This design comes from an exercise in tuning for small area, a short achievable clock period and few clock cycles per item on the open sky130 flow, not from production work.
The RTL of this run was laid out without a check of its function.

<file path="flow/config.mk">
export PLATFORM = sky130hd
export DESIGN_NAME = rgb_to_hsl_convert
export DESIGN_NICKNAME = rgb_to_hsl_convert
export VERILOG_FILES = /design/flow/design.v
export SDC_FILE = /design/flow/constraint.sdc
export NUM_CORES = 4
export LEC_CHECK = 0
export ABC_AREA = 1
export CAP_MARGIN = 20
export CORE_MARGIN = 2
export CORE_UTILIZATION = 40
export SETUP_SLACK_MARGIN = 4.2
export SLEW_MARGIN = 20
</file>
<file path="flow/constraint.sdc">
create_clock -name core_clock -period 8.0 [get_ports {i_clk}]
set_input_delay 1.6000 -clock core_clock [delete_from_list [all_inputs] [get_ports {i_clk}]]
set_output_delay 1.6000 -clock core_clock [all_outputs]
set_load 0.01 [all_outputs]
</file>
<file path="flow/design.v">
module rgb_to_hsl_convert (
    input  logic        i_clk,
    input  logic        i_rst_n,
    input  logic        i_valid,
    output logic        o_stall,
    input  logic [7:0]  i_red,
    input  logic [7:0]  i_green,
    input  logic [7:0]  i_blue,
    input  logic [7:0]  i_alpha,
    output logic        o_valid,
    input  logic        i_stall,
    output logic [12:0] o_hue,
    output logic [7:0]  o_saturation,
    output logic [7:0]  o_luminance,
    output logic [7:0]  o_alpha_out
);
    logic        en;
    logic [5:0]  vld;
    logic [12:0] n_hue;
    logic [7:0]  n_sat, n_lum, n_alpha;
    logic [7:0]  red, green, blue, alpha;
    assign red   = i_red;
    assign green = i_green;
    assign blue  = i_blue;
    assign alpha = i_alpha;
    assign en      = !(o_valid && i_stall);
    assign o_stall = !en;
    logic [7:0] dgrg__1;
    assign dgrg__1 = red & ~green;
    logic [7:0] dprg__2;
    assign dprg__2 = ~(red ^ green);
    logic [0:0] dc0rg__3;
    assign dc0rg__3 = dgrg__1[0];
    logic [0:0] dc1rg__4;
    assign dc1rg__4 = dgrg__1[0] | dprg__2[0];
    logic [0:0] dc0rg__5;
    assign dc0rg__5 = (dgrg__1[1] | (dprg__2[1] & dgrg__1[0]));
    logic [0:0] dc1rg__6;
    assign dc1rg__6 = (dgrg__1[1] | (dprg__2[1] & dgrg__1[0])) | (dprg__2[1] & dprg__2[0]);
    logic [0:0] dc0rg__7;
    assign dc0rg__7 = (dgrg__1[2] | (dprg__2[2] & (dgrg__1[1] | (dprg__2[1] & dgrg__1[0]))));
    logic [0:0] dc1rg__8;
    assign dc1rg__8 = (dgrg__1[2] | (dprg__2[2] & (dgrg__1[1] | (dprg__2[1] & dgrg__1[0])))) | (dprg__2[2] & (dprg__2[1] & dprg__2[0]));
    logic [0:0] dc0rg__9;
    assign dc0rg__9 = ((dgrg__1[3] | (dprg__2[3] & dgrg__1[2])) | ((dprg__2[3] & dprg__2[2]) & (dgrg__1[1] | (dprg__2[1] & dgrg__1[0]))));
    logic [0:0] dc1rg__10;
    assign dc1rg__10 = ((dgrg__1[3] | (dprg__2[3] & dgrg__1[2])) | ((dprg__2[3] & dprg__2[2]) & (dgrg__1[1] | (dprg__2[1] & dgrg__1[0])))) | ((dprg__2[3] & dprg__2[2]) & (dprg__2[1] & dprg__2[0]));
    logic [0:0] dc0rg__11;
    assign dc0rg__11 = (dgrg__1[4] | (dprg__2[4] & ((dgrg__1[3] | (dprg__2[3] & dgrg__1[2])) | ((dprg__2[3] & dprg__2[2]) & (dgrg__1[1] | (dprg__2[1] & dgrg__1[0]))))));
    logic [0:0] dc1rg__12;
    assign dc1rg__12 = (dgrg__1[4] | (dprg__2[4] & ((dgrg__1[3] | (dprg__2[3] & dgrg__1[2])) | ((dprg__2[3] & dprg__2[2]) & (dgrg__1[1] | (dprg__2[1] & dgrg__1[0])))))) | (dprg__2[4] & ((dprg__2[3] & dprg__2[2]) & (dprg__2[1] & dprg__2[0])));
    logic [0:0] dc0rg__13;
    assign dc0rg__13 = ((dgrg__1[5] | (dprg__2[5] & dgrg__1[4])) | ((dprg__2[5] & dprg__2[4]) & ((dgrg__1[3] | (dprg__2[3] & dgrg__1[2])) | ((dprg__2[3] & dprg__2[2]) & (dgrg__1[1] | (dprg__2[1] & dgrg__1[0]))))));
    logic [0:0] dc1rg__14;
    assign dc1rg__14 = ((dgrg__1[5] | (dprg__2[5] & dgrg__1[4])) | ((dprg__2[5] & dprg__2[4]) & ((dgrg__1[3] | (dprg__2[3] & dgrg__1[2])) | ((dprg__2[3] & dprg__2[2]) & (dgrg__1[1] | (dprg__2[1] & dgrg__1[0])))))) | ((dprg__2[5] & dprg__2[4]) & ((dprg__2[3] & dprg__2[2]) & (dprg__2[1] & dprg__2[0])));
    logic [0:0] dc0rg__15;
    assign dc0rg__15 = ((dgrg__1[6] | (dprg__2[6] & (dgrg__1[5] | (dprg__2[5] & dgrg__1[4])))) | ((dprg__2[6] & (dprg__2[5] & dprg__2[4])) & ((dgrg__1[3] | (dprg__2[3] & dgrg__1[2])) | ((dprg__2[3] & dprg__2[2]) & (dgrg__1[1] | (dprg__2[1] & dgrg__1[0]))))));
    logic [0:0] dc1rg__16;
    assign dc1rg__16 = ((dgrg__1[6] | (dprg__2[6] & (dgrg__1[5] | (dprg__2[5] & dgrg__1[4])))) | ((dprg__2[6] & (dprg__2[5] & dprg__2[4])) & ((dgrg__1[3] | (dprg__2[3] & dgrg__1[2])) | ((dprg__2[3] & dprg__2[2]) & (dgrg__1[1] | (dprg__2[1] & dgrg__1[0])))))) | ((dprg__2[6] & (dprg__2[5] & dprg__2[4])) & ((dprg__2[3] & dprg__2[2]) & (dprg__2[1] & dprg__2[0])));
    logic [0:0] dc0rg__17;
    assign dc0rg__17 = (((dgrg__1[7] | (dprg__2[7] & dgrg__1[6])) | ((dprg__2[7] & dprg__2[6]) & (dgrg__1[5] | (dprg__2[5] & dgrg__1[4])))) | (((dprg__2[7] & dprg__2[6]) & (dprg__2[5] & dprg__2[4])) & ((dgrg__1[3] | (dprg__2[3] & dgrg__1[2])) | ((dprg__2[3] & dprg__2[2]) & (dgrg__1[1] | (dprg__2[1] & dgrg__1[0]))))));
    logic [0:0] dc1rg__18;
    assign dc1rg__18 = (((dgrg__1[7] | (dprg__2[7] & dgrg__1[6])) | ((dprg__2[7] & dprg__2[6]) & (dgrg__1[5] | (dprg__2[5] & dgrg__1[4])))) | (((dprg__2[7] & dprg__2[6]) & (dprg__2[5] & dprg__2[4])) & ((dgrg__1[3] | (dprg__2[3] & dgrg__1[2])) | ((dprg__2[3] & dprg__2[2]) & (dgrg__1[1] | (dprg__2[1] & dgrg__1[0])))))) | (((dprg__2[7] & dprg__2[6]) & (dprg__2[5] & dprg__2[4])) & ((dprg__2[3] & dprg__2[2]) & (dprg__2[1] & dprg__2[0])));
    logic [8:0] xrg__19;
    assign xrg__19 = {!dc1rg__18, dprg__2 ^ {dc1rg__16, dc1rg__14, dc1rg__12, dc1rg__10, dc1rg__8, dc1rg__6, dc1rg__4, 1'b1}};
    logic [8:0] xgr__20;
    assign xgr__20 = {dc0rg__17, ~(dprg__2 ^ {dc0rg__15, dc0rg__13, dc0rg__11, dc0rg__9, dc0rg__7, dc0rg__5, dc0rg__3, 1'b0})};
    logic [7:0] dgrb__21;
    assign dgrb__21 = red & ~blue;
    logic [7:0] dprb__22;
    assign dprb__22 = ~(red ^ blue);
    logic [0:0] dc0rb__23;
    assign dc0rb__23 = dgrb__21[0];
    logic [0:0] dc1rb__24;
    assign dc1rb__24 = dgrb__21[0] | dprb__22[0];
    logic [0:0] dc0rb__25;
    assign dc0rb__25 = (dgrb__21[1] | (dprb__22[1] & dgrb__21[0]));
    logic [0:0] dc1rb__26;
    assign dc1rb__26 = (dgrb__21[1] | (dprb__22[1] & dgrb__21[0])) | (dprb__22[1] & dprb__22[0]);
    logic [0:0] dc0rb__27;
    assign dc0rb__27 = (dgrb__21[2] | (dprb__22[2] & (dgrb__21[1] | (dprb__22[1] & dgrb__21[0]))));
    logic [0:0] dc1rb__28;
    assign dc1rb__28 = (dgrb__21[2] | (dprb__22[2] & (dgrb__21[1] | (dprb__22[1] & dgrb__21[0])))) | (dprb__22[2] & (dprb__22[1] & dprb__22[0]));
    logic [0:0] dc0rb__29;
    assign dc0rb__29 = ((dgrb__21[3] | (dprb__22[3] & dgrb__21[2])) | ((dprb__22[3] & dprb__22[2]) & (dgrb__21[1] | (dprb__22[1] & dgrb__21[0]))));
    logic [0:0] dc1rb__30;
    assign dc1rb__30 = ((dgrb__21[3] | (dprb__22[3] & dgrb__21[2])) | ((dprb__22[3] & dprb__22[2]) & (dgrb__21[1] | (dprb__22[1] & dgrb__21[0])))) | ((dprb__22[3] & dprb__22[2]) & (dprb__22[1] & dprb__22[0]));
    logic [0:0] dc0rb__31;
    assign dc0rb__31 = (dgrb__21[4] | (dprb__22[4] & ((dgrb__21[3] | (dprb__22[3] & dgrb__21[2])) | ((dprb__22[3] & dprb__22[2]) & (dgrb__21[1] | (dprb__22[1] & dgrb__21[0]))))));
    logic [0:0] dc1rb__32;
    assign dc1rb__32 = (dgrb__21[4] | (dprb__22[4] & ((dgrb__21[3] | (dprb__22[3] & dgrb__21[2])) | ((dprb__22[3] & dprb__22[2]) & (dgrb__21[1] | (dprb__22[1] & dgrb__21[0])))))) | (dprb__22[4] & ((dprb__22[3] & dprb__22[2]) & (dprb__22[1] & dprb__22[0])));
    logic [0:0] dc0rb__33;
    assign dc0rb__33 = ((dgrb__21[5] | (dprb__22[5] & dgrb__21[4])) | ((dprb__22[5] & dprb__22[4]) & ((dgrb__21[3] | (dprb__22[3] & dgrb__21[2])) | ((dprb__22[3] & dprb__22[2]) & (dgrb__21[1] | (dprb__22[1] & dgrb__21[0]))))));
    logic [0:0] dc1rb__34;
    assign dc1rb__34 = ((dgrb__21[5] | (dprb__22[5] & dgrb__21[4])) | ((dprb__22[5] & dprb__22[4]) & ((dgrb__21[3] | (dprb__22[3] & dgrb__21[2])) | ((dprb__22[3] & dprb__22[2]) & (dgrb__21[1] | (dprb__22[1] & dgrb__21[0])))))) | ((dprb__22[5] & dprb__22[4]) & ((dprb__22[3] & dprb__22[2]) & (dprb__22[1] & dprb__22[0])));
    logic [0:0] dc0rb__35;
    assign dc0rb__35 = ((dgrb__21[6] | (dprb__22[6] & (dgrb__21[5] | (dprb__22[5] & dgrb__21[4])))) | ((dprb__22[6] & (dprb__22[5] & dprb__22[4])) & ((dgrb__21[3] | (dprb__22[3] & dgrb__21[2])) | ((dprb__22[3] & dprb__22[2]) & (dgrb__21[1] | (dprb__22[1] & dgrb__21[0]))))));
    logic [0:0] dc1rb__36;
    assign dc1rb__36 = ((dgrb__21[6] | (dprb__22[6] & (dgrb__21[5] | (dprb__22[5] & dgrb__21[4])))) | ((dprb__22[6] & (dprb__22[5] & dprb__22[4])) & ((dgrb__21[3] | (dprb__22[3] & dgrb__21[2])) | ((dprb__22[3] & dprb__22[2]) & (dgrb__21[1] | (dprb__22[1] & dgrb__21[0])))))) | ((dprb__22[6] & (dprb__22[5] & dprb__22[4])) & ((dprb__22[3] & dprb__22[2]) & (dprb__22[1] & dprb__22[0])));
    logic [0:0] dc0rb__37;
    assign dc0rb__37 = (((dgrb__21[7] | (dprb__22[7] & dgrb__21[6])) | ((dprb__22[7] & dprb__22[6]) & (dgrb__21[5] | (dprb__22[5] & dgrb__21[4])))) | (((dprb__22[7] & dprb__22[6]) & (dprb__22[5] & dprb__22[4])) & ((dgrb__21[3] | (dprb__22[3] & dgrb__21[2])) | ((dprb__22[3] & dprb__22[2]) & (dgrb__21[1] | (dprb__22[1] & dgrb__21[0]))))));
    logic [0:0] dc1rb__38;
    assign dc1rb__38 = (((dgrb__21[7] | (dprb__22[7] & dgrb__21[6])) | ((dprb__22[7] & dprb__22[6]) & (dgrb__21[5] | (dprb__22[5] & dgrb__21[4])))) | (((dprb__22[7] & dprb__22[6]) & (dprb__22[5] & dprb__22[4])) & ((dgrb__21[3] | (dprb__22[3] & dgrb__21[2])) | ((dprb__22[3] & dprb__22[2]) & (dgrb__21[1] | (dprb__22[1] & dgrb__21[0])))))) | (((dprb__22[7] & dprb__22[6]) & (dprb__22[5] & dprb__22[4])) & ((dprb__22[3] & dprb__22[2]) & (dprb__22[1] & dprb__22[0])));
    logic [8:0] xrb__39;
    assign xrb__39 = {!dc1rb__38, dprb__22 ^ {dc1rb__36, dc1rb__34, dc1rb__32, dc1rb__30, dc1rb__28, dc1rb__26, dc1rb__24, 1'b1}};
    logic [8:0] xbr__40;
    assign xbr__40 = {dc0rb__37, ~(dprb__22 ^ {dc0rb__35, dc0rb__33, dc0rb__31, dc0rb__29, dc0rb__27, dc0rb__25, dc0rb__23, 1'b0})};
    logic [7:0] dggb__41;
    assign dggb__41 = green & ~blue;
    logic [7:0] dpgb__42;
    assign dpgb__42 = ~(green ^ blue);
    logic [0:0] dc0gb__43;
    assign dc0gb__43 = dggb__41[0];
    logic [0:0] dc1gb__44;
    assign dc1gb__44 = dggb__41[0] | dpgb__42[0];
    logic [0:0] dc0gb__45;
    assign dc0gb__45 = (dggb__41[1] | (dpgb__42[1] & dggb__41[0]));
    logic [0:0] dc1gb__46;
    assign dc1gb__46 = (dggb__41[1] | (dpgb__42[1] & dggb__41[0])) | (dpgb__42[1] & dpgb__42[0]);
    logic [0:0] dc0gb__47;
    assign dc0gb__47 = (dggb__41[2] | (dpgb__42[2] & (dggb__41[1] | (dpgb__42[1] & dggb__41[0]))));
    logic [0:0] dc1gb__48;
    assign dc1gb__48 = (dggb__41[2] | (dpgb__42[2] & (dggb__41[1] | (dpgb__42[1] & dggb__41[0])))) | (dpgb__42[2] & (dpgb__42[1] & dpgb__42[0]));
    logic [0:0] dc0gb__49;
    assign dc0gb__49 = ((dggb__41[3] | (dpgb__42[3] & dggb__41[2])) | ((dpgb__42[3] & dpgb__42[2]) & (dggb__41[1] | (dpgb__42[1] & dggb__41[0]))));
    logic [0:0] dc1gb__50;
    assign dc1gb__50 = ((dggb__41[3] | (dpgb__42[3] & dggb__41[2])) | ((dpgb__42[3] & dpgb__42[2]) & (dggb__41[1] | (dpgb__42[1] & dggb__41[0])))) | ((dpgb__42[3] & dpgb__42[2]) & (dpgb__42[1] & dpgb__42[0]));
    logic [0:0] dc0gb__51;
    assign dc0gb__51 = (dggb__41[4] | (dpgb__42[4] & ((dggb__41[3] | (dpgb__42[3] & dggb__41[2])) | ((dpgb__42[3] & dpgb__42[2]) & (dggb__41[1] | (dpgb__42[1] & dggb__41[0]))))));
    logic [0:0] dc1gb__52;
    assign dc1gb__52 = (dggb__41[4] | (dpgb__42[4] & ((dggb__41[3] | (dpgb__42[3] & dggb__41[2])) | ((dpgb__42[3] & dpgb__42[2]) & (dggb__41[1] | (dpgb__42[1] & dggb__41[0])))))) | (dpgb__42[4] & ((dpgb__42[3] & dpgb__42[2]) & (dpgb__42[1] & dpgb__42[0])));
    logic [0:0] dc0gb__53;
    assign dc0gb__53 = ((dggb__41[5] | (dpgb__42[5] & dggb__41[4])) | ((dpgb__42[5] & dpgb__42[4]) & ((dggb__41[3] | (dpgb__42[3] & dggb__41[2])) | ((dpgb__42[3] & dpgb__42[2]) & (dggb__41[1] | (dpgb__42[1] & dggb__41[0]))))));
    logic [0:0] dc1gb__54;
    assign dc1gb__54 = ((dggb__41[5] | (dpgb__42[5] & dggb__41[4])) | ((dpgb__42[5] & dpgb__42[4]) & ((dggb__41[3] | (dpgb__42[3] & dggb__41[2])) | ((dpgb__42[3] & dpgb__42[2]) & (dggb__41[1] | (dpgb__42[1] & dggb__41[0])))))) | ((dpgb__42[5] & dpgb__42[4]) & ((dpgb__42[3] & dpgb__42[2]) & (dpgb__42[1] & dpgb__42[0])));
    logic [0:0] dc0gb__55;
    assign dc0gb__55 = ((dggb__41[6] | (dpgb__42[6] & (dggb__41[5] | (dpgb__42[5] & dggb__41[4])))) | ((dpgb__42[6] & (dpgb__42[5] & dpgb__42[4])) & ((dggb__41[3] | (dpgb__42[3] & dggb__41[2])) | ((dpgb__42[3] & dpgb__42[2]) & (dggb__41[1] | (dpgb__42[1] & dggb__41[0]))))));
    logic [0:0] dc1gb__56;
    assign dc1gb__56 = ((dggb__41[6] | (dpgb__42[6] & (dggb__41[5] | (dpgb__42[5] & dggb__41[4])))) | ((dpgb__42[6] & (dpgb__42[5] & dpgb__42[4])) & ((dggb__41[3] | (dpgb__42[3] & dggb__41[2])) | ((dpgb__42[3] & dpgb__42[2]) & (dggb__41[1] | (dpgb__42[1] & dggb__41[0])))))) | ((dpgb__42[6] & (dpgb__42[5] & dpgb__42[4])) & ((dpgb__42[3] & dpgb__42[2]) & (dpgb__42[1] & dpgb__42[0])));
    logic [0:0] dc0gb__57;
    assign dc0gb__57 = (((dggb__41[7] | (dpgb__42[7] & dggb__41[6])) | ((dpgb__42[7] & dpgb__42[6]) & (dggb__41[5] | (dpgb__42[5] & dggb__41[4])))) | (((dpgb__42[7] & dpgb__42[6]) & (dpgb__42[5] & dpgb__42[4])) & ((dggb__41[3] | (dpgb__42[3] & dggb__41[2])) | ((dpgb__42[3] & dpgb__42[2]) & (dggb__41[1] | (dpgb__42[1] & dggb__41[0]))))));
    logic [0:0] dc1gb__58;
    assign dc1gb__58 = (((dggb__41[7] | (dpgb__42[7] & dggb__41[6])) | ((dpgb__42[7] & dpgb__42[6]) & (dggb__41[5] | (dpgb__42[5] & dggb__41[4])))) | (((dpgb__42[7] & dpgb__42[6]) & (dpgb__42[5] & dpgb__42[4])) & ((dggb__41[3] | (dpgb__42[3] & dggb__41[2])) | ((dpgb__42[3] & dpgb__42[2]) & (dggb__41[1] | (dpgb__42[1] & dggb__41[0])))))) | (((dpgb__42[7] & dpgb__42[6]) & (dpgb__42[5] & dpgb__42[4])) & ((dpgb__42[3] & dpgb__42[2]) & (dpgb__42[1] & dpgb__42[0])));
    logic [8:0] xgb__59;
    assign xgb__59 = {!dc1gb__58, dpgb__42 ^ {dc1gb__56, dc1gb__54, dc1gb__52, dc1gb__50, dc1gb__48, dc1gb__46, dc1gb__44, 1'b1}};
    logic [8:0] xbg__60;
    assign xbg__60 = {dc0gb__57, ~(dpgb__42 ^ {dc0gb__55, dc0gb__53, dc0gb__51, dc0gb__49, dc0gb__47, dc0gb__45, dc0gb__43, 1'b0})};
    logic [0:0] ge_rg__61;
    assign ge_rg__61 = !xrg__19[8];
    logic [0:0] ge_rb__62;
    assign ge_rb__62 = !xrb__39[8];
    logic [0:0] ge_gb__63;
    assign ge_gb__63 = !xgb__59[8];
    logic [0:0] selr__64;
    assign selr__64 = ge_rg__61 & ge_rb__62;
    logic [0:0] selg__65;
    assign selg__65 = !selr__64 & ge_gb__63;
    logic [8:0] srg__66;
    assign srg__66 = {1'b0, red} + {1'b0, green};
    logic [8:0] srb__67;
    assign srb__67 = {1'b0, red} + {1'b0, blue};
    logic [8:0] sgb__68;
    assign sgb__68 = {1'b0, green} + {1'b0, blue};
    logic [7:0] arg__69;
    assign arg__69 = 8'(ge_rg__61 ? xrg__19 : xgr__20);
    logic [7:0] agb__70;
    assign agb__70 = 8'(ge_gb__63 ? xgb__59 : xbg__60);
    logic [7:0] arb__71;
    assign arb__71 = 8'(ge_rb__62 ? xrb__39 : xbr__40);
    logic [7:0] d__72;
    assign d__72 = selr__64 ? (ge_gb__63 ? arb__71 : arg__69) : (selg__65 ? (ge_rb__62 ? agb__70 : arg__69) : (ge_rg__61 ? agb__70 : arb__71));
    logic [7:0] f__73;
    assign f__73 = selr__64 ? (ge_gb__63 ? agb__70 : arb__71) : (selg__65 ? (ge_rb__62 ? arg__69 : arb__71) : (ge_rg__61 ? arg__69 : agb__70));
    logic [8:0] sum__74;
    assign sum__74 = selr__64 ? (ge_gb__63 ? srb__67 : srg__66) : (selg__65 ? (ge_rb__62 ? sgb__68 : srg__66) : (ge_rg__61 ? sgb__68 : srb__67));
    logic [2:0] k__75;
    assign k__75 = selr__64 ? (!ge_gb__63 ? 3'd5 : 3'd0) : (selg__65 ? (ge_rb__62 ? 3'd1 : 3'd2) : (!ge_rg__61 ? 3'd3 : 3'd4));
    logic [8:0] sm__76;
    assign sm__76 = sum__74;
    logic [7:0] alpha__r1;
    logic [7:0] d__r1;
    logic [7:0] f__r1;
    logic [2:0] k__r1;
    logic [8:0] sm__r1;
    logic [7:0] den__77;
    assign den__77 = sm__r1[8] ? 8'(8'd254 - sm__r1[7:0]) : sm__r1[7:0];
    logic [0:0] shi__78;
    assign shi__78 = sm__r1[8];
    logic [11:0] mh__79;
    assign mh__79 = ({4'b0, f__r1} << 4) - {4'b0, f__r1} + {11'b0, d__r1[7]};
    logic [7:0] hr__80;
    assign hr__80 = mh__79[11:4];
    logic [3:0] hm__81;
    assign hm__81 = mh__79[3:0];
    logic [9:0] d3__82;
    assign d3__82 = {2'b0, d__r1} + {1'b0, d__r1, 1'b0};
    logic [9:0] h4t__83;
    assign h4t__83 = {hr__80, hm__81[3], hm__81[2]};
    logic [10:0] h4s1__84;
    assign h4s1__84 = {1'b0, h4t__83} - {3'b0, d__r1};
    logic [10:0] h4s2__85;
    assign h4s2__85 = {1'b0, h4t__83} - {2'b0, d__r1, 1'b0};
    logic [10:0] h4s3__86;
    assign h4s3__86 = {1'b0, h4t__83} - {1'b0, d3__82};
    logic [7:0] hr__87;
    assign hr__87 = !h4s3__86[10] ? h4s3__86[7:0] : (!h4s2__85[10] ? h4s2__85[7:0] : (!h4s1__84[10] ? h4s1__84[7:0] : h4t__83[7:0]));
    logic [1:0] hq__88;
    assign hq__88 = !h4s3__86[10] ? 2'd3 : (!h4s2__85[10] ? 2'd2 : (!h4s1__84[10] ? 2'd1 : 2'd0));
    logic [1:0] hm__89;
    assign hm__89 = hm__81[1:0];
    logic [8:0] nsl__90;
    assign nsl__90 = {2'b0, den__77[7:1]} - {1'b0, d__r1};
    logic [7:0] dm1__91;
    assign dm1__91 = d__r1 - 8'd1;
    logic [7:0] sr__92;
    assign sr__92 = nsl__90[8] ? dm1__91 : d__r1;
    logic [7:0] sl__93;
    assign sl__93 = nsl__90[7:0];
    logic [7:0] alpha__r2;
    logic [7:0] d__r2;
    logic [2:0] k__r2;
    logic [7:0] den__r2;
    logic [0:0] shi__r2;
    logic [7:0] hr__r2;
    logic [1:0] hq__r2;
    logic [1:0] hm__r2;
    logic [7:0] sr__r2;
    logic [7:0] sl__r2;
    logic [8:0] ht__94;
    assign ht__94 = {hr__r2, hm__r2[1]};
    logic [9:0] hs__95;
    assign hs__95 = {1'b0, ht__94} - {2'b0, d__r2};
    logic [7:0] hr__96;
    assign hr__96 = hs__95[9] ? ht__94[7:0] : hs__95[7:0];
    logic [2:0] hq__97;
    assign hq__97 = {hq__r2, !hs__95[9]};
    logic [0:0] hm__98;
    assign hm__98 = hm__r2[0:0];
    logic [8:0] st__99;
    assign st__99 = {sr__r2, sl__r2[7]};
    logic [9:0] ss__100;
    assign ss__100 = {1'b0, st__99} - {2'b0, den__r2};
    logic [7:0] sr__101;
    assign sr__101 = ss__100[9] ? st__99[7:0] : ss__100[7:0];
    logic [0:0] sq__102;
    assign sq__102 = !ss__100[9];
    logic [6:0] sl__103;
    assign sl__103 = sl__r2[6:0];
    logic [8:0] ht__104;
    assign ht__104 = {hr__96, hm__98[0]};
    logic [9:0] hs__105;
    assign hs__105 = {1'b0, ht__104} - {2'b0, d__r2};
    logic [7:0] hr__106;
    assign hr__106 = hs__105[9] ? ht__104[7:0] : hs__105[7:0];
    logic [3:0] hq__107;
    assign hq__107 = {hq__97, !hs__105[9]};
    logic [8:0] st__108;
    assign st__108 = {sr__101, sl__103[6]};
    logic [9:0] ss__109;
    assign ss__109 = {1'b0, st__108} - {2'b0, den__r2};
    logic [7:0] sr__110;
    assign sr__110 = ss__109[9] ? st__108[7:0] : ss__109[7:0];
    logic [1:0] sq__111;
    assign sq__111 = {sq__102, !ss__109[9]};
    logic [5:0] sl__112;
    assign sl__112 = sl__103[5:0];
    logic [7:0] alpha__r3;
    logic [7:0] d__r3;
    logic [2:0] k__r3;
    logic [7:0] den__r3;
    logic [0:0] shi__r3;
    logic [7:0] hr__r3;
    logic [3:0] hq__r3;
    logic [7:0] sr__r3;
    logic [1:0] sq__r3;
    logic [5:0] sl__r3;
    logic [8:0] ht__113;
    assign ht__113 = {hr__r3, d__r3[6]};
    logic [9:0] hs__114;
    assign hs__114 = {1'b0, ht__113} - {2'b0, d__r3};
    logic [7:0] hr__115;
    assign hr__115 = hs__114[9] ? ht__113[7:0] : hs__114[7:0];
    logic [4:0] hq__116;
    assign hq__116 = {hq__r3, !hs__114[9]};
    logic [8:0] st__117;
    assign st__117 = {sr__r3, sl__r3[5]};
    logic [9:0] ss__118;
    assign ss__118 = {1'b0, st__117} - {2'b0, den__r3};
    logic [7:0] sr__119;
    assign sr__119 = ss__118[9] ? st__117[7:0] : ss__118[7:0];
    logic [2:0] sq__120;
    assign sq__120 = {sq__r3, !ss__118[9]};
    logic [4:0] sl__121;
    assign sl__121 = sl__r3[4:0];
    logic [8:0] ht__122;
    assign ht__122 = {hr__115, d__r3[5]};
    logic [9:0] hs__123;
    assign hs__123 = {1'b0, ht__122} - {2'b0, d__r3};
    logic [7:0] hr__124;
    assign hr__124 = hs__123[9] ? ht__122[7:0] : hs__123[7:0];
    logic [5:0] hq__125;
    assign hq__125 = {hq__116, !hs__123[9]};
    logic [8:0] st__126;
    assign st__126 = {sr__119, sl__121[4]};
    logic [9:0] ss__127;
    assign ss__127 = {1'b0, st__126} - {2'b0, den__r3};
    logic [7:0] sr__128;
    assign sr__128 = ss__127[9] ? st__126[7:0] : ss__127[7:0];
    logic [3:0] sq__129;
    assign sq__129 = {sq__120, !ss__127[9]};
    logic [3:0] sl__130;
    assign sl__130 = sl__121[3:0];
    logic [7:0] alpha__r4;
    logic [7:0] d__r4;
    logic [2:0] k__r4;
    logic [7:0] den__r4;
    logic [0:0] shi__r4;
    logic [7:0] hr__r4;
    logic [5:0] hq__r4;
    logic [7:0] sr__r4;
    logic [3:0] sq__r4;
    logic [3:0] sl__r4;
    logic [8:0] ht__131;
    assign ht__131 = {hr__r4, d__r4[4]};
    logic [9:0] hs__132;
    assign hs__132 = {1'b0, ht__131} - {2'b0, d__r4};
    logic [7:0] hr__133;
    assign hr__133 = hs__132[9] ? ht__131[7:0] : hs__132[7:0];
    logic [6:0] hq__134;
    assign hq__134 = {hq__r4, !hs__132[9]};
    logic [8:0] st__135;
    assign st__135 = {sr__r4, sl__r4[3]};
    logic [9:0] ss__136;
    assign ss__136 = {1'b0, st__135} - {2'b0, den__r4};
    logic [7:0] sr__137;
    assign sr__137 = ss__136[9] ? st__135[7:0] : ss__136[7:0];
    logic [4:0] sq__138;
    assign sq__138 = {sq__r4, !ss__136[9]};
    logic [2:0] sl__139;
    assign sl__139 = sl__r4[2:0];
    logic [8:0] ht__140;
    assign ht__140 = {hr__133, d__r4[3]};
    logic [9:0] hs__141;
    assign hs__141 = {1'b0, ht__140} - {2'b0, d__r4};
    logic [7:0] hr__142;
    assign hr__142 = hs__141[9] ? ht__140[7:0] : hs__141[7:0];
    logic [7:0] hq__143;
    assign hq__143 = {hq__134, !hs__141[9]};
    logic [8:0] st__144;
    assign st__144 = {sr__137, sl__139[2]};
    logic [9:0] ss__145;
    assign ss__145 = {1'b0, st__144} - {2'b0, den__r4};
    logic [7:0] sr__146;
    assign sr__146 = ss__145[9] ? st__144[7:0] : ss__145[7:0];
    logic [5:0] sq__147;
    assign sq__147 = {sq__138, !ss__145[9]};
    logic [1:0] sl__148;
    assign sl__148 = sl__139[1:0];
    logic [7:0] alpha__r5;
    logic [7:0] d__r5;
    logic [2:0] k__r5;
    logic [7:0] den__r5;
    logic [0:0] shi__r5;
    logic [7:0] hr__r5;
    logic [7:0] hq__r5;
    logic [7:0] sr__r5;
    logic [5:0] sq__r5;
    logic [1:0] sl__r5;
    logic [8:0] ht__149;
    assign ht__149 = {hr__r5, d__r5[2]};
    logic [9:0] hs__150;
    assign hs__150 = {1'b0, ht__149} - {2'b0, d__r5};
    logic [7:0] hr__151;
    assign hr__151 = hs__150[9] ? ht__149[7:0] : hs__150[7:0];
    logic [8:0] hq__152;
    assign hq__152 = {hq__r5, !hs__150[9]};
    logic [8:0] st__153;
    assign st__153 = {sr__r5, sl__r5[1]};
    logic [9:0] ss__154;
    assign ss__154 = {1'b0, st__153} - {2'b0, den__r5};
    logic [7:0] sr__155;
    assign sr__155 = ss__154[9] ? st__153[7:0] : ss__154[7:0];
    logic [6:0] sq__156;
    assign sq__156 = {sq__r5, !ss__154[9]};
    logic [0:0] sl__157;
    assign sl__157 = sl__r5[0:0];
    logic [8:0] ht__158;
    assign ht__158 = {hr__151, d__r5[1]};
    logic [9:0] hs__159;
    assign hs__159 = {1'b0, ht__158} - {2'b0, d__r5};
    logic [7:0] hr__160;
    assign hr__160 = ht__158[7:0];
    logic [9:0] hq__161;
    assign hq__161 = {hq__152, !hs__159[9]};
    logic [8:0] st__162;
    assign st__162 = {sr__155, sl__157[0]};
    logic [9:0] ss__163;
    assign ss__163 = {1'b0, st__162} - {2'b0, den__r5};
    logic [7:0] sr__164;
    assign sr__164 = ss__163[9] ? st__162[7:0] : ss__163[7:0];
    logic [7:0] sq__165;
    assign sq__165 = {sq__156, !ss__163[9]};
    logic [0:0] grey__166;
    assign grey__166 = d__r5 == 8'd0;
    logic [6:0] k15__167;
    assign k15__167 = (k__r5 == 3'd0) ? 7'd0 : (k__r5 == 3'd1) ? 7'd15 : (k__r5 == 3'd2) ? 7'd30 : (k__r5 == 3'd3) ? 7'd45 : (k__r5 == 3'd4) ? 7'd60 : 7'd75;
    logic [6:0] hhi__168;
    assign hhi__168 = k15__167 + 7'(hq__161[9:6]);
    logic [12:0] hue__169;
    assign hue__169 = {hhi__168, hq__161[5:0]};
    assign n_hue = grey__166 ? 13'd0 : hue__169;
    assign n_sat = grey__166 ? 8'd0 : sq__165;
    assign n_lum = shi__r5 ? ~(8'(den__r5[7:1]) + 8'(den__r5[0])) : 8'(den__r5[7:1]);
    assign n_alpha = alpha__r5;
    always_ff @(posedge i_clk) begin
        if (!i_rst_n) begin
            vld <= '0;
        end else if (en) begin
            vld <= {vld[4:0], i_valid};
        end
    end
    always_ff @(posedge i_clk) begin
        if (en) begin
            alpha__r1 <= alpha;
            d__r1 <= d__72;
            f__r1 <= f__73;
            k__r1 <= k__75;
            sm__r1 <= sm__76;
            alpha__r2 <= alpha__r1;
            d__r2 <= d__r1;
            k__r2 <= k__r1;
            den__r2 <= den__77;
            shi__r2 <= shi__78;
            hr__r2 <= hr__87;
            hq__r2 <= hq__88;
            hm__r2 <= hm__89;
            sr__r2 <= sr__92;
            sl__r2 <= sl__93;
            alpha__r3 <= alpha__r2;
            d__r3 <= d__r2;
            k__r3 <= k__r2;
            den__r3 <= den__r2;
            shi__r3 <= shi__r2;
            hr__r3 <= hr__106;
            hq__r3 <= hq__107;
            sr__r3 <= sr__110;
            sq__r3 <= sq__111;
            sl__r3 <= sl__112;
            alpha__r4 <= alpha__r3;
            d__r4 <= d__r3;
            k__r4 <= k__r3;
            den__r4 <= den__r3;
            shi__r4 <= shi__r3;
            hr__r4 <= hr__124;
            hq__r4 <= hq__125;
            sr__r4 <= sr__128;
            sq__r4 <= sq__129;
            sl__r4 <= sl__130;
            alpha__r5 <= alpha__r4;
            d__r5 <= d__r4;
            k__r5 <= k__r4;
            den__r5 <= den__r4;
            shi__r5 <= shi__r4;
            hr__r5 <= hr__142;
            hq__r5 <= hq__143;
            sr__r5 <= sr__146;
            sq__r5 <= sq__147;
            sl__r5 <= sl__148;
            o_hue        <= n_hue;
            o_saturation <= n_sat;
            o_luminance  <= n_lum;
            o_alpha_out  <= n_alpha;
        end
    end
    assign o_valid = vld[5];
endmodule
</file>
<file path="flow/run.sh">
#!/bin/bash
# synth_recipe.tcl (not shown) runs the flow's synth.tcl, then flattens the netlist and writes it again
# the make line also repeats each setting of config.mk as NAME=value (left out here)
make -C /OpenROAD-flow-scripts/flow DESIGN_CONFIG=/design/flow/config.mk WORK_HOME=/design/flow/orfs CLKGATE_MAP_FILE= SYNTH_SCRIPT=/design/flow/synth_recipe.tcl finish
</file>
==> flow_summary.yaml <==
min_path:
  hold_path_class: "reg2reg"
timing:
  final-hold-violation-count: 0
  setup_slack_ns: 4.26
  rsz0062_at_grt: "true"
  fmax_ghz: 0.267
  tns_ns: 0
  fin_skew_ns: 0.0267
  fin_crit_sh_pct: 46.7
  fin_hold_ws_ns: 0.416
  max_slew_margin_pct: 36.3
  report.final.slew_viol_count: 0
  tightest_slew_ns: 0.956
  period_needed_ns: 3.74
  setup_viol_count_final: 0
clocking:
  cts_tree: "built"
  clockRootBuffer: "clkbuf_16"
  clk_path_buf_depth: 3
  cts.clk_slew.worst_paths_ns: 0.06
  h-tree-depth: 2
  hold_buffers: 0
  clock_latency_ns: 0.55
  cts.sinks: 304
  numCtsBuffers: 34
route:
  firstDrtPassIters: 6
  ant_nets: 0
  viasPerCell: 5.14
  drc: 0
  first_iter_violations: 1068
  route.vias.total: 17200
  avgRoutedWirePerCell_um: 16.1
  wirelength_mm: 53.7
finish:
  drive_above_1_share_pct: 10.5
  nNetsFinal: 2928
  layout_commonest_cell: "nand2_1"
  regMostFlops: "o_hue"
  regArea_sq_um: 9070
  largest_reg_flops: 13
  multi_input_area_sq_um: 12000
  final_cell_mix: "nand2_1, inv_1, edfxtp_1, ha_1"
  final_cells: 3342
  n_antenna_cell: 0
  n_fill_cell: 5014
  fin_area_sq_um: 25700
  final_util_pct: 47.7
  syn2layout_area_growth_pct: 17.9
worst_setup_path:
  end_kind: "primary output"
  cp_num_buf_inv: 3
  start_kind: "primary input"
  crit_required_ns: 6.40
  worstPathCellList: "buf_8 -> nand2_8 -> clkinvlp_4 -> clkdlybuf4s15_1"
  critPathMaxStageDelay_ns: 0.23
  critPathMaxFanout: 4
  crit_arrival_ns: 2.14
  cp_top_family: "buffers and inverters"
  slowest_stage: "clkdlybuf4s15_1"
  path_class: "in2out"
grt:
  grt_max_degree: 184
  grtUsageMet3_pct: 2.50
  gr-max-usage-layer: "met2"
  grt.overflow.total: 0
  grtUsageMet2_pct: 33.9
  grt_pass1_wl_mm: 86.1
  grt_pass1_vias: 16900
  antenna_found_initial: 0
  grt_use_met1_pct: 23.3
  grtUsageTotal_pct: 19.0
placed_design:
  place_hpwl_mm: 39.6
  placed_cells: 3218
  gp_congestion: 0.945
  placed_area_sq_um: 23200
  place_ws_ns: 2.34
  port_buffers: 74
die:
  start_util_pct: 40.4
  die_w_um: 237
  io_pins: 75
  rows: 85
  die-area_sq_um: 56300
  core_sq_um: 53800
  die_h_um: 237
synthesis:
  synth_edf_count: 298
  post-synth-top-area-cell: "edfxtp_1"
  ys_seq_area_share_pct: 41.7
  synthTopCellsByArea: "edfxtp_1, ha_1, nand2_1"
  avgSynthCellArea_sq_um: 8.76
  synth.distinct_cells: 47
  synth_cells: 2485
  synthFlopType: "edfxtp_1"
  ys_seq_elements: 304
  synth_area_sq_um: 21800
  synth_top_area_share_pct: 41.1
  yosys_warnings: 1
  synth-async-reset-ratio_pct: 0
  synth_nets: 2788
status:
  outcome: "finished clean"
flow_run:
  max-cap-violations: 0
## routing by layer
metal / share of wire, % / routed length (um)
met1: 42 / 22700
met2: 50 / 27000
met3: 3.9 / 2110
met4: 3.6 / 1930
met5: 0 / 0
## final cells by class
cell class / instances / share of cell area [%]
Clock buffer: 39 / 3.47
Clock inverter: 18 / 0.702
Inverter: 349 / 5.32
Multi-Input combinational cell: 1798 / 46.9
Sequential cell: 304 / 35.3
Tap cell: 696 / 3.39
Timing Repair Buffer: 136 / 4.88
Timing Repair inverter: 2 / 0.0536
## worst register-to-register path, cell delays in order, from the launching register on
cell and delay [ns]:
edfxtp_1 0.48, ha_1 0.40, nand2_1 0.14, o21ai_4 0.23
nand3_1 0.13, nand2_1 0.08, nand2_1 0.06, nand2_2 0.08
inv_1 0.05, fa_1 0.47, inv_1 0.06, ha_4 0.28
inv_1 0.08, o31ai_4 0.26, nand2_2 0.10, nand3_4 0.15
clkinv_4 0.12, nand3_1 0.13, nand2_1 0.06
## synthesized netlist by cell type (4+ instances only)
| library cell | count |
|---|---|
| nand2_1 | 574 |
| inv_1 | 342 |
| edfxtp_1 | 298 |
| ha_1 | 231 |
| nor2_1 | 190 |
| a21oi_1 | 189 |
| nand3_1 | 160 |
| xor2_1 | 104 |
| o21ai_0 | 99 |
| xnor2_1 | 49 |
| fa_1 | 36 |
| buf_2 | 30 |
| nand4_1 | 29 |
| o21bai_1 | 18 |
| o211ai_1 | 15 |
| nor3_1 | 11 |
| a31oi_1 | 10 |
| o31ai_1 | 10 |
| or2_2 | 10 |
| o21ai_1 | 8 |
| a21boi_0 | 6 |
| dfxtp_1 | 6 |
| nor4_1 | 6 |
| o311ai_0 | 6 |
| clkbuf_1 | 5 |
| inv_2 | 4 |
| nand3b_1 | 4 |
| o21a_1 | 4 |
## repair_timing
action,in CTS,in global routing
setup endpoints to repair,84,87
pin swaps,8,26
gates cloned,5,2
gates resized for setup,115,130
buffers inserted,18,42
## final timing paths
| kind | from | cells past startpoint | end | slack (ns) |
|---|---|---|---|---|
| setup / recovery | i_stall | 4 | o_stall | 4.26 |
| hold / removal | hq__r3[3] | 0 | hq__r4[5] | 0.42 |
| setup reg to reg | f__r1[0] | 18 | hr__r2[3] | 4.40 |
| hold reg to reg | hq__r3[3] | 0 | hq__r4[5] | 0.42 |
## logic make-up (layout without fill, tap and decap cells)
logic type,after synthesis,count (layout),synth area share [%]
compound gates,380,382,9.80
fa+ha+maj,267,267,16.6
buf+inv,388,544,6.89
simple gates,991,994,18.8
flops,304,304,41.7
xor+xnor,153,153,6.16
mux,2,2,0.103

[re-timing with driven ports]
How much do the figures lean on ideal ports? The routed layout below was timed once more, with nothing changed but the port constraints.
Step 1: set_driving_cell puts a clkbuf_16 on i_clk and a buf_2 on each other input, an assumption about the parent block.
Step 2 moves the port delays by t, midway between the first and last clock arrival at a register: inputs arrive t later, outputs are due t later. That takes back most of the time a late clock gives input paths.
a / b / c = ideal / step 1 / step 2; a / b = the first two.
t (ns): 0.595
slack for setup (ns): 4.261 / 4.211 / 3.709
worst setup path after step 2: input to register
slew at the worst register clock pin (ns): 0.07 / 0.07
After both steps setup and hold are still met in this run. For this run, drivers alone change the setup slack by -0.050 ns; drivers and shift together by -0.552 ns.
